From an optimization exercise on the open Yosys and OpenROAD flow, aimed at small area, a short achievable clock period and few clock cycles per item; shortcuts taken in it are not production practice. In this exercise RTL edits were held to simulation tests only and were not proved equivalent to the original. Power figures rest on the tool's default switching activity, not on a simulated workload.

## conv_top
module conv_top (
	input  logic        clk,
	input  logic        rst_n,
	input  logic        wb_cyc_i,
	input  logic        wb_stb_i,
	input  logic        wb_we_i,
	input  logic [5:0]  wb_adr_i,
	input  logic [31:0] wb_dat_i,
	output logic [31:0] wb_dat_o,
	output logic        wb_ack_o
);
For scale: roughly 960 flip-flops, ~76 I/O pins.
clock: 11.0 ns
lec_check: 0
cap_margin: 20
core_margin: 2
core_utilization: 65
setup_slack_margin: 5
slew_margin: 20
run.sh (not shown) runs the stock make flow with config.mk's settings and CLKGATE_MAP_FILE= SYNTH_SCRIPT=/design/flow/synth_recipe.tcl, a recipe that flattens the netlist after the stock synthesis.
The starting point completed without violations.
Testbench counts at the start, summed over its fixed seeds: cycles 11,761, jobs 512.
Then changed:
==> flow/flow/run.sh (new file) <==
#!/bin/bash
set -euo pipefail
MARGIN=6.5
sed "s/SETUP_SLACK_MARGIN=[0-9.]*/SETUP_SLACK_MARGIN=$MARGIN/" standard.sh > standard_margin.sh
grep -q "SETUP_SLACK_MARGIN=$MARGIN" standard_margin.sh
bash standard_margin.sh > standard.log 2>&1
==> flow/standard.sh (new file) <==
#!/bin/bash
# synth_recipe.tcl (not shown) runs the flow's synth.tcl, then flattens the netlist and writes it again
# the make line also repeats each setting of config.mk as NAME=value (left out here)
make -C /OpenROAD-flow-scripts/flow DESIGN_CONFIG=/design/flow/config.mk WORK_HOME=/design/flow/orfs CLKGATE_MAP_FILE= SYNTH_SCRIPT=/design/flow/synth_recipe.tcl "${@:-finish}"
removed: flow/run.sh
What happened: Design area came out higher by 6.5%. Die area does not change. Count of clock-buffer cells in the layout came out lower by 4. Via count came out higher by 4.5%. Cell count came out higher by about 2.7%.

========
== lane 1 ==
Starting RTL as in the previous note.
==> flow/design.v (excerpt) <==
module conv_top (
	input  logic        clk,
	input  logic        rst_n,
	input  logic        wb_cyc_i,
	input  logic        wb_stb_i,
	input  logic        wb_we_i,
	input  logic [5:0]  wb_adr_i,
	input  logic [31:0] wb_dat_i,
	output logic [31:0] wb_dat_o,
	output logic        wb_ack_o
);
	logic go, go2;
	logic done_q;
	logic req, wr, pix_w, wgt_w, bias_w, cmd_w, start_cmd, clear_cmd;
	logic max_wait;
	assign req = wb_cyc_i && wb_stb_i;
	assign wb_ack_o = req && !(max_wait && wb_adr_i == 6'd32);
	assign wr = req && wb_we_i && rst_n;
	assign max_wait = go || go2;
	assign pix_w = wr && wb_adr_i[5:4] == 2'b00;
	assign wgt_w = wr && wb_adr_i >= 6'd16 && wb_adr_i <= 6'd27;
	assign bias_w = wr && wb_adr_i == 6'd28;
	assign cmd_w = wr && wb_adr_i == 6'd29 && wb_dat_i[31:2] == 30'd0;
	assign start_cmd = cmd_w && wb_dat_i[1:0] == 2'd1;
	assign clear_cmd = cmd_w && wb_dat_i[1:0] == 2'd2;
	logic [15:0] sp0, sp1;
	logic [11:0] sw0, sw1;
	always_comb begin
		sp0 = '0;
		sp1 = '0;
		sw0 = '0;
		sw1 = '0;
		for (int ch = 0; ch < 4; ch++) begin
			for (int r = 0; r < 4; r++) begin
				if (wb_adr_i == 6'(ch * 4 + r)) begin
					sp0[ch * 4 + r] = 1'b1;
					if (r < 3) sw0[ch * 3 + r] = 1'b1;
					if (r > 0) sw1[ch * 3 + r - 1] = 1'b1;
				end
			end
			for (int kr = 0; kr < 3; kr++) begin
				if (wb_adr_i == 6'(16 + ch * 3 + kr)) begin
					sp0[ch * 4 + kr] = 1'b1;
					sp1[ch * 4 + kr + 1] = 1'b1;
					sw0[ch * 3 + kr] = 1'b1;
				end
			end
		end
	end
	logic [31:0] pix [16];
	logic [15:0] pix_v;
	logic [11:0] wgt [12];
	logic [11:0] wgt_v;
	logic signed [3:0] bias;
  ...
Settings: LEC_CHECK=0, CAP_MARGIN=20, CORE_MARGIN=2, CORE_UTILIZATION=65, CTS_BUF_LIST=sky130_fd_sc_hd__clkbuf_8, CTS_CLUSTER_DIAMETER=50, CTS_CLUSTER_SIZE=25, SETUP_SLACK_MARGIN=5, SLEW_MARGIN=20; clock period 11.0 ns.
Stock flow here: none of the scripts above is used.
Testbench counts of lane 1, summed over its fixed seeds: cycles 11,761, jobs 512.
[inputs] lane 2 vs lane 1
Settings: a deleted CTS_CLUSTER_SIZE that had been 25; a deleted CTS_CLUSTER_DIAMETER that had been 50; a change of CTS_BUF_LIST from sky130_fd_sc_hd__clkbuf_8 to sky130_fd_sc_hd__clkbuf_4 sky130_fd_sc_hd__clkbuf_8.
Results
- Worst path arrival time of lane 1 is on par with lane 2.
- Taking lane 1 as the reference point, the all-layer global routing usage of lane 2 rises by 0.31 points.
- [lane 2 vs lane 1] layout-stage area growth over the synthesis result: higher in lane 2
- Lane 2 completed every stage of the flow, and the final layout passed the timing, design-rule and antenna checks.
- In the tables for lane 1 and lane 2, met3 routing resource usage after global routing reads higher with lane 2.
- Cmp lane 1 and lane 2 / final standard cell utilization of the core / higher: lane 2
- Detailed placer's ending HPWL: lane 1 vs lane 2 identical
- Cmp lane 2 vs lane 1: combinational group share of total power lower in lane 2
- Compared to lane 1, lane 2 has fraction of standard cell area in multi-input logic 0.84 points lower.

static timing again, ports no longer ideal:
The results above use ideal ports. As a check the final layouts listed here were re-extracted and re-timed, cells and wires unchanged. Step 1: set_driving_cell puts a clkbuf_16 on clk and a buf_2 on each other input, an assumption about the parent block. Step 2 adds t to the input delays and takes it off the output delays; t is the mean of the earliest and latest rising clock arrival at the registers after step 1. Input paths then give back, and output paths get back, about the clock's delay inside the block. Three values: ideal, step 1, step 2; two values: the first two.
run	t (ns)	setup slack, ns	worst setup path after step 2
the first run of note 1	0.782	5.012 / 4.937 / 4.937	input to output
the second run of note 1	0.770	5.374 / 5.302 / 5.302	input to output
lane 1	0.881	5.010 / 4.938 / 4.938	input to output
lane 2	0.922	5.024 / 4.953 / 4.953	input to output
After both steps every run listed still meets setup and hold. The setup slack of the first run of note 1, which loses most, moves by -0.075 ns with the drivers and by -0.075 ns with both steps.
